Background: an optimization exercise with open tools, aiming at small area and a short achievable clock period. Do not read the settings as production practice. RTL that was checked went through simulation tests only; none was proved equivalent to the original.

==> build 53 <==
Design cordic_rotator, start of the top module:
module cordic_rotator (
    input  logic                    clk,
    input  logic                    rst_n,
    input  logic                    in_valid,
    input  logic [9-1:0] in_x,
    input  logic [9-1:0] in_y,
    input  logic [9-1:0] in_angle,
    output logic                    out_valid,
    output logic [32-1:0]    out_x,
    output logic [32-1:0]    out_y
);
clock: 10.5 ns
lec_check: 0
abc_area: 1
cap_margin: 20
core_margin: 2
core_utilization: 40
slew_margin: 20
standard.sh (not shown) runs the stock make flow with config.mk's settings and CLKGATE_MAP_FILE= SYNTH_SCRIPT=/design/flow/synth_recipe.tcl, a recipe that flattens the netlist after the stock synthesis.
==> flow/flow/run.sh <==
#!/bin/bash
# Standard layout, with timing repair aimed at a tighter period than the
# constraint (setup margin), so that repair keeps improving the paths that
# set the achieved period. The SDC and the clock period are unchanged.
set -euo pipefail
bash standard.sh SETUP_SLACK_MARGIN=7.2 finish > standard_flow.log 2>&1
==> inputs of trial 49, as changes to build 53 <==
--- a/flow/design.v
+++ b/flow/design.v
@@ -23,17 +23,17 @@
     input  logic                    in_valid,
     input  logic [9-1:0] in_x,
     input  logic [9-1:0] in_y,
     input  logic [9-1:0] in_angle,
     output logic                    out_valid,
     output logic [32-1:0]    out_x,
     output logic [32-1:0]    out_y
 );
-    localparam logic [10:0] PIPE = 11'b11110111111;
+    localparam logic [10:0] PIPE = 11'b11111111111;
     function automatic logic [22:0] add_ci(
         input logic [22:0] a,
         input logic [22:0] b,
         input logic        ci
     );
         logic [23:0] s;
         s      = {a, 1'b1} + {b, ci};
         add_ci = s[23:1];
@@ -160,74 +160,42 @@
         logic               ci;
         bs = b >>> 3;
         as = a >>> 7;
         d  = ({23{sel[0]}} & bs) | ({23{sel[1]}} & ~bs) | ({23{sel[2]}} & as);
         ci = sel[1] && (b[2:0] == 3'd0);
         scaled = add_ci(a, d, ci);
     endfunction
     logic signed [22:0] u5, w5;
-    logic [1:0]         s5;
-    logic [8:0]         c5;
+    logic [9:0]         c5;
     logic               v5;
-    cordic_pipe #(.W(46 + 2 + 9), .EN(PIPE[5])) p5 (.clk(clk),
-        .d({scaled(u4, w4, s4[2:0]), scaled(w4, u4, ~s4[5:3]), !c4[0], c4[0], c4[9:1]}),
-        .q({u5, w5, s5, c5}));
+    cordic_pipe #(.W(46 + 10), .EN(PIPE[5])) p5 (.clk(clk),
+        .d({scaled(u4, w4, s4[2:0]), scaled(w4, u4, ~s4[5:3]), c4}),
+        .q({u5, w5, c5}));
     cordic_valid #(.EN(PIPE[5])) pv5 (.clk(clk), .rst_n(rst_n), .d(v4), .q(v5));
-    function automatic logic [22:0] add4(
-        input logic [22:0] a,
-        input logic [22:0] b,
-        input logic [22:0] c,
-        input logic [22:0] d,
-        input logic [2:0]  e
-    );
-        logic [22:0] s1, c1, s2, c2;
-        s1   = a ^ b ^ c;
-        c1   = {((a & b) | (a & c) | (b & c)), e[0]};
-        s2   = s1 ^ c1 ^ d;
-        c2   = {((s1 & c1) | (s1 & d) | (c1 & d)), e[1]};
-        add4 = add_ci(s2, c2, e[2]);
-    endfunction
-    function automatic logic signed [22:0] trim_step_x(
-        input logic signed [22:0] h,
-        input logic signed [22:0] g,
-        input logic               sub
-    );
-        logic signed [22:0] h7, g5, g12;
-        logic               ky;
-        h7 = h >>> 7;
-        g5 = g >>> 5;
-        g12 = g >>> 12;
-        ky = ({1'b0, g[4:0]} + {1'b0, g[11:7]}) >= 6'd32;
-        trim_step_x = add4(h, ~h7, g5 ^ {23{sub}}, g12 ^ {23{sub}},
-                           {sub && !ky, sub || ky, 1'b1});
-    endfunction
-    function automatic logic signed [22:0] trim_step_y(
-        input logic signed [22:0] g,
-        input logic signed [22:0] h,
-        input logic               sub
-    );
-        logic signed [22:0] g7, h5, h12;
-        logic               kx;
-        g7 = g >>> 7;
-        h5 = h >>> 5;
-        h12 = h >>> 12;
-        kx = h[4:0] >= h[11:7];
-        trim_step_y = add4(g, g7, h5 ^ {23{sub}}, ~h12 ^ {23{sub}},
-                           {1'b0, sub && !kx, sub || kx});
-    endfunction
+    logic signed [22:0] u5s, w5s;
+    assign u5s = u5 >>> 7;
+    assign w5s = w5 >>> 7;
+    logic signed [22:0] u6, w6;
+    logic [1:0]         s6;
+    logic [8:0]         c6;
+    logic               v6;
+    cordic_pipe #(.W(46 + 2 + 9), .EN(PIPE[6])) p6 (.clk(clk),
+        .d({add_ci(u5, ~u5s, 1'b1), add_ci(w5, w5s, 1'b0), !c5[0], c5[0], c5[9:1]}),
+        .q({u6, w6, s6, c6}));
+    cordic_valid #(.EN(PIPE[6])) pv6 (.clk(clk), .rst_n(rst_n), .d(v5), .q(v6));
     logic signed [22:0] u7, w7, u8, w8, u9, w9;
     logic [1:0]         s7, s8;
     logic [7:0]         c7;
     logic [6:0]         c8;
     logic               v7, v8, v9;
     cordic_pipe #(.W(46 + 2 + 8), .EN(PIPE[7])) p7 (.clk(clk),
-        .d({trim_step_x(u5, w5, s5[0]), trim_step_y(w5, u5, s5[1]), !c5[0], c5[0], c5[8:1]}),
+        .d({addsub(u6, w6 >>> 5, s6[0]), addsub(w6, u6 >>> 5, s6[1]), !c6[0], c6[0], c6[8:1]}),
         .q({u7, w7, s7, c7}));
-    cordic_valid #(.EN(PIPE[7])) pv7 (.clk(clk), .rst_n(rst_n), .d(v5), .q(v7));
+    cordic_valid #(.EN(PIPE[7])) pv7 (.clk(clk), .rst_n(rst_n), .d(v6), .q(v7));
     cordic_pipe #(.W(46 + 2 + 7), .EN(PIPE[8])) p8 (.clk(clk),
         .d({addsub(u7, w7 >>> 6, s7[0]), addsub(w7, u7 >>> 6, s7[1]), !c7[0], c7[0], c7[7:1]}),
         .q({u8, w8, s8, c8}));
     cordic_valid #(.EN(PIPE[8])) pv8 (.clk(clk), .rst_n(rst_n), .d(v7), .q(v8));
     function automatic logic [7:0] micro_sel(input logic [3:0] mag, input logic neg,
                                              input logic y);
         logic [3:0] s1;
         logic [1:0] s2;
==> inputs of trial 37, as changes to build 53 <==
--- a/flow/design.v
+++ b/flow/design.v
@@ -23,25 +23,101 @@
     input  logic                    in_valid,
     input  logic [9-1:0] in_x,
     input  logic [9-1:0] in_y,
     input  logic [9-1:0] in_angle,
     output logic                    out_valid,
     output logic [32-1:0]    out_x,
     output logic [32-1:0]    out_y
 );
-    localparam logic [10:0] PIPE = 11'b11110111111;
-    function automatic logic [22:0] add_ci(
+    localparam logic [10:0] PIPE = 11'b11111111111;
+    function automatic logic [15-1:0] bk_add15( 
+        input logic [15-1:0] a, 
+        input logic [15-1:0] b, 
+        input logic         ci 
+    ); 
+        logic [15-1:0] p, g; 
+        p = a ^ b; 
+        g = a & b; 
+        g[0] = g[0] | (p[0] & ci); 
+        for (int d = 1; d < 15; d = d * 2) 
+            for (int i = 2 * d - 1; i < 15; i += 2 * d) 
+            begin 
+                g[i] = g[i] | (p[i] & g[i - d]); 
+                p[i] = p[i] & p[i - d]; 
+            end 
+        for (int d = 16; d >= 1; d = d / 2) 
+            for (int i = 3 * d - 1; i < 15; i += 2 * d) 
+            begin 
+                g[i] = g[i] | (p[i] & g[i - d]); 
+                p[i] = p[i] & p[i - d]; 
+            end 
+        bk_add15 = (a ^ b) ^ {g[15-2:0], ci}; 
+    endfunction
+    function automatic logic [19-1:0] bk_add19( 
+        input logic [19-1:0] a, 
+        input logic [19-1:0] b, 
+        input logic         ci 
+    ); 
+        logic [19-1:0] p, g; 
+        p = a ^ b; 
+        g = a & b; 
+        g[0] = g[0] | (p[0] & ci); 
+        for (int d = 1; d < 19; d = d * 2) 
+            for (int i = 2 * d - 1; i < 19; i += 2 * d) 
+            begin 
+                g[i] = g[i] | (p[i] & g[i - d]); 
+                p[i] = p[i] & p[i - d]; 
+            end 
+        for (int d = 16; d >= 1; d = d / 2) 
+            for (int i = 3 * d - 1; i < 19; i += 2 * d) 
+            begin 
+                g[i] = g[i] | (p[i] & g[i - d]); 
+                p[i] = p[i] & p[i - d]; 
+            end 
+        bk_add19 = (a ^ b) ^ {g[19-2:0], ci}; 
+    endfunction
+    function automatic logic [23-1:0] bk_add23( 
+        input logic [23-1:0] a, 
+        input logic [23-1:0] b, 
+        input logic         ci 
+    ); 
+        logic [23-1:0] p, g; 
+        p = a ^ b; 
+        g = a & b; 
+        g[0] = g[0] | (p[0] & ci); 
+        for (int d = 1; d < 23; d = d * 2) 
+            for (int i = 2 * d - 1; i < 23; i += 2 * d) 
+            begin 
+                g[i] = g[i] | (p[i] & g[i - d]); 
+                p[i] = p[i] & p[i - d]; 
+            end 
+        for (int d = 16; d >= 1; d = d / 2) 
+            for (int i = 3 * d - 1; i < 23; i += 2 * d) 
+            begin 
+                g[i] = g[i] | (p[i] & g[i - d]); 
+                p[i] = p[i] & p[i - d]; 
+            end 
+        bk_add23 = (a ^ b) ^ {g[23-2:0], ci}; 
+    endfunction
+    function automatic logic [22:0] add_fast(
         input logic [22:0] a,
         input logic [22:0] b,
         input logic        ci
     );
         logic [23:0] s;
-        s      = {a, 1'b1} + {b, ci};
-        add_ci = s[23:1];
+        s        = {a, 1'b1} + {b, ci};
+        add_fast = s[23:1];
+    endfunction
+    function automatic logic [22:0] add_ci(
+        input logic [22:0] a,
+        input logic [22:0] b,
+        input logic        ci
+    );
+        add_ci = bk_add23(a, b, ci);
     endfunction
     function automatic logic signed [22:0] addsub(
         input logic signed [22:0] a,
         input logic signed [22:0] b,
         input logic               sub
     );
         addsub = add_ci(a, b ^ {23{sub}}, sub);
     endfunction
@@ -110,19 +186,21 @@
     logic signed [14:0] u2, w2;
     logic [11:0]        c2;
     logic               v2;
     cordic_pipe #(.W(30 + 12), .EN(PIPE[2])) p2 (.clk(clk),
         .d({triple(x1, y1, t1[2:0], t1[6], !t1[8]), triple(y1, x1, ~t1[5:3], t1[7], !t1[9]), c1}),
         .q({u2, w2, c2}));
     cordic_valid #(.EN(PIPE[2])) pv2 (.clk(clk), .rst_n(rst_n), .d(v1), .q(v2));
     function automatic logic signed [18:0] times25(input logic signed [14:0] u);
-        logic signed [18:0] e;
+        logic signed [18:0] e, a, b;
         e = u;
-        times25 = (e <<< 4) + (e <<< 3) + e;
+        a = e <<< 4;
+        b = e <<< 3;
+        times25 = bk_add19(a ^ b ^ e, {((a & b) | (a & e) | (b & e)), 1'b0}, 1'b0);
     endfunction
     function automatic logic [1:0] trim_fix(input logic [5:0] u);
         logic [127:0] tab;
         tab = 128'h6b271612aa96554577666211aa695914;
         trim_fix = tab[2 * u +: 2];
     endfunction
     logic signed [18:0] u3, w3;
     logic [1:0]         fu3, fw3;
@@ -160,74 +238,42 @@
         logic               ci;
         bs = b >>> 3;
         as = a >>> 7;
         d  = ({23{sel[0]}} & bs) | ({23{sel[1]}} & ~bs) | ({23{sel[2]}} & as);
         ci = sel[1] && (b[2:0] == 3'd0);
         scaled = add_ci(a, d, ci);
     endfunction
     logic signed [22:0] u5, w5;
-    logic [1:0]         s5;
-    logic [8:0]         c5;
+    logic [9:0]         c5;
     logic               v5;
-    cordic_pipe #(.W(46 + 2 + 9), .EN(PIPE[5])) p5 (.clk(clk),
-        .d({scaled(u4, w4, s4[2:0]), scaled(w4, u4, ~s4[5:3]), !c4[0], c4[0], c4[9:1]}),
-        .q({u5, w5, s5, c5}));
+    cordic_pipe #(.W(46 + 10), .EN(PIPE[5])) p5 (.clk(clk),
+        .d({scaled(u4, w4, s4[2:0]), scaled(w4, u4, ~s4[5:3]), c4}),
+        .q({u5, w5, c5}));
     cordic_valid #(.EN(PIPE[5])) pv5 (.clk(clk), .rst_n(rst_n), .d(v4), .q(v5));
-    function automatic logic [22:0] add4(
-        input logic [22:0] a,
-        input logic [22:0] b,
-        input logic [22:0] c,
-        input logic [22:0] d,
-        input logic [2:0]  e
-    );
-        logic [22:0] s1, c1, s2, c2;
-        s1   = a ^ b ^ c;
-        c1   = {((a & b) | (a & c) | (b & c)), e[0]};
-        s2   = s1 ^ c1 ^ d;
-        c2   = {((s1 & c1) | (s1 & d) | (c1 & d)), e[1]};
-        add4 = add_ci(s2, c2, e[2]);
-    endfunction
-    function automatic logic signed [22:0] trim_step_x(
-        input logic signed [22:0] h,
-        input logic signed [22:0] g,
-        input logic               sub
-    );
-        logic signed [22:0] h7, g5, g12;
-        logic               ky;
-        h7 = h >>> 7;
-        g5 = g >>> 5;
-        g12 = g >>> 12;
-        ky = ({1'b0, g[4:0]} + {1'b0, g[11:7]}) >= 6'd32;
-        trim_step_x = add4(h, ~h7, g5 ^ {23{sub}}, g12 ^ {23{sub}},
-                           {sub && !ky, sub || ky, 1'b1});
-    endfunction
-    function automatic logic signed [22:0] trim_step_y(
-        input logic signed [22:0] g,
-        input logic signed [22:0] h,
-        input logic               sub
-    );
-        logic signed [22:0] g7, h5, h12;
-        logic               kx;
-        g7 = g >>> 7;
-        h5 = h >>> 5;
-        h12 = h >>> 12;
-        kx = h[4:0] >= h[11:7];
-        trim_step_y = add4(g, g7, h5 ^ {23{sub}}, ~h12 ^ {23{sub}},
-                           {1'b0, sub && !kx, sub || kx});
-    endfunction
+    logic signed [22:0] u5s, w5s;
+    assign u5s = u5 >>> 7;
+    assign w5s = w5 >>> 7;
+    logic signed [22:0] u6, w6;
+    logic [1:0]         s6;
+    logic [8:0]         c6;
+    logic               v6;
+    cordic_pipe #(.W(46 + 2 + 9), .EN(PIPE[6])) p6 (.clk(clk),
+        .d({add_ci(u5, ~u5s, 1'b1), add_ci(w5, w5s, 1'b0), !c5[0], c5[0], c5[9:1]}),
+        .q({u6, w6, s6, c6}));
+    cordic_valid #(.EN(PIPE[6])) pv6 (.clk(clk), .rst_n(rst_n), .d(v5), .q(v6));
     logic signed [22:0] u7, w7, u8, w8, u9, w9;
     logic [1:0]         s7, s8;
     logic [7:0]         c7;
     logic [6:0]         c8;
     logic               v7, v8, v9;
     cordic_pipe #(.W(46 + 2 + 8), .EN(PIPE[7])) p7 (.clk(clk),
-        .d({trim_step_x(u5, w5, s5[0]), trim_step_y(w5, u5, s5[1]), !c5[0], c5[0], c5[8:1]}),
+        .d({addsub(u6, w6 >>> 5, s6[0]), addsub(w6, u6 >>> 5, s6[1]), !c6[0], c6[0], c6[8:1]}),
         .q({u7, w7, s7, c7}));
-    cordic_valid #(.EN(PIPE[7])) pv7 (.clk(clk), .rst_n(rst_n), .d(v5), .q(v7));
+    cordic_valid #(.EN(PIPE[7])) pv7 (.clk(clk), .rst_n(rst_n), .d(v6), .q(v7));
     cordic_pipe #(.W(46 + 2 + 7), .EN(PIPE[8])) p8 (.clk(clk),
         .d({addsub(u7, w7 >>> 6, s7[0]), addsub(w7, u7 >>> 6, s7[1]), !c7[0], c7[0], c7[7:1]}),
         .q({u8, w8, s8, c8}));
     cordic_valid #(.EN(PIPE[8])) pv8 (.clk(clk), .rst_n(rst_n), .d(v7), .q(v8));
     function automatic logic [7:0] micro_sel(input logic [3:0] mag, input logic neg,
                                              input logic y);
         logic [3:0] s1;
         logic [1:0] s2;
@@ -266,17 +312,17 @@
     );
         logic signed [22:0] q, p1, p2, s, c;
         q  = b >>> 10;
         p1 = ((q & {23{sel[0]}}) | ((q <<< 1) & {23{sel[1]}})
               | ((q <<< 2) & {23{sel[2]}}) | ((q <<< 3) & {23{sel[3]}})) ^ {23{inv[0]}};
         p2 = ((q & {23{sel[4]}}) | ((q <<< 1) & {23{sel[5]}})) ^ {23{inv[1]}};
         s = a ^ p1 ^ p2;
         c = {((a & p1) | (a & p2) | (p1 & p2)), inv[0]};
-        micro = add_ci(s, c, inv[1]);
+        micro = add_fast(s, c, inv[1]);
     endfunction
     logic signed [22:0] u10, w10;
     logic [1:0]         c10;
     logic               v10;
     cordic_pipe #(.W(46 + 2), .EN(PIPE[10])) p10 (.clk(clk),
         .d({micro(u9, w9, mx9[5:0], mx9[7:6]), micro(w9, u9, ~my9[5:0], my9[7:6]), c9}),
         .q({u10, w10, c10}));
     cordic_valid #(.EN(PIPE[10])) pv10 (.clk(clk), .rst_n(rst_n), .d(v9), .q(v10));
==> flow/flow/run.sh (replaced) <==
#!/bin/bash
# Standard layout, with timing repair aimed at a tighter period than the
# constraint (setup margin), so that repair keeps improving the paths that
# set the achieved period. The SDC and the clock period are unchanged.
set -euo pipefail
bash standard.sh SETUP_SLACK_MARGIN=7.0 finish > standard_flow.log 2>&1
--- a/flow/config.mk
+++ b/flow/config.mk
@@ -4,9 +4,11 @@
 export VERILOG_FILES = /design/flow/design.v
 export SDC_FILE = /design/flow/constraint.sdc
 export NUM_CORES = 4
 export LEC_CHECK = 0
 export ABC_AREA = 1
 export CAP_MARGIN = 20
 export CORE_MARGIN = 2
 export CORE_UTILIZATION = 40
+export CTS_CLUSTER_DIAMETER = 100
+export CTS_CLUSTER_SIZE = 25
 export SLEW_MARGIN = 20
==> impl_metrics.json <==
{
  "coreArea_mm2": 0.113,
  "syn_inst": 6209,
  "hold_path_end": "p7.q[5]$_DFF_P_",
  "wl_met2_um": 59300,
  "grt_pass1_wl_um": 205000,
  "cp.buffers_inverters": 2,
  "ys_ff_latch": 634,
  "required_ns": 8.40,
  "dpl.hpwl_um": 104000,
  "gp_congestion": 0.945,
  "worstSetupEndpointType": "primary output",
  "cts.repair.resized": 323,
  "outcome": "no timing/DRC/antenna violations",
  "buffer_area_share_pct": 1.92,
  "finalCriticalPeriod_ns": 3.33,
  "post_synth_and_or_nand_nor_area_fraction_pct": 23.1
}
The numbers above come from trial 49.

==> impl_metrics.json <==
{
  "outcome": "no timing/DRC/antenna violations",
  "worstSetupEndpointType": "register",
  "hold_path_end": "p3.q[2]$_DFF_P_",
  "buffer_area_share_pct": 3.08,
  "wl_met2_um": 62100,
  "syn_inst": 5668,
  "coreArea_mm2": 0.109,
  "grt_pass1_wl_um": 202000,
  "dpl.hpwl_um": 104000,
  "cp.buffers_inverters": 9,
  "largest_reg_flops": 64,
  "post_synth_and_or_nand_nor_area_fraction_pct": 19.0,
  "cts.repair.resized": 443,
  "required_ns": 11.05
}
The numbers above come from build 53.

==> impl_metrics.json <==
{
  "buffer_area_share_pct": 2.41,
  "hold_path_end": "p5.q[1]$_DFF_P_",
  "dpl.hpwl_um": 76200,
  "syn_inst": 4968,
  "crit_end": "p2.q[39]$_DFF_P_",
  "wl_met2_um": 44900,
  "coreArea_mm2": 0.102,
  "post_synth_and_or_nand_nor_area_fraction_pct": 15.6,
  "cp.buffers_inverters": 2,
  "cts.repair.resized": 92,
  "worstSetupEndpointType": "register",
  "grt_pass1_wl_um": 154000,
  "outcome": "no timing/DRC/antenna violations",
  "gp_congestion": 0.905,
  "required_ns": 11.00,
  "ys_ff_latch": 634
}
The numbers above come from trial 37.

The RTL of build 53 was laid out without a check of its function.

[what the ideal ports hide]
In the flow no input, the clock included, has a driving cell. The finished layouts below were timed again as built, in two steps.
Step 1 assumes that a clkbuf_16 drives the clock port and a buf_2 every other input.
Step 2 adds t to the input delays and takes it off the output delays; t is the mean of the earliest and latest rising clock arrival at the registers after step 1. Input paths then give back, and output paths get back, about the clock's delay inside the block.
a / b / c = ideal / step 1 / step 2; a / b = the first two.
run | shift t [ns] | setup slack, ns | worst setup path at the end | pins driven straight from the clock port
build 53 | 0.700 | 7.163 / 7.163 / 7.022 | input to register | 1
trial 49 | 0.718 | 7.172 / 7.102 / 6.993 | input to register | 1
trial 37 | 0.665 | 7.109 / 7.062 / 7.053 | input to register | 1
After both steps setup and hold are still met in every run listed. For trial 49, which loses most, drivers alone change the setup slack by -0.070 ns; drivers and shift together by -0.179 ns.
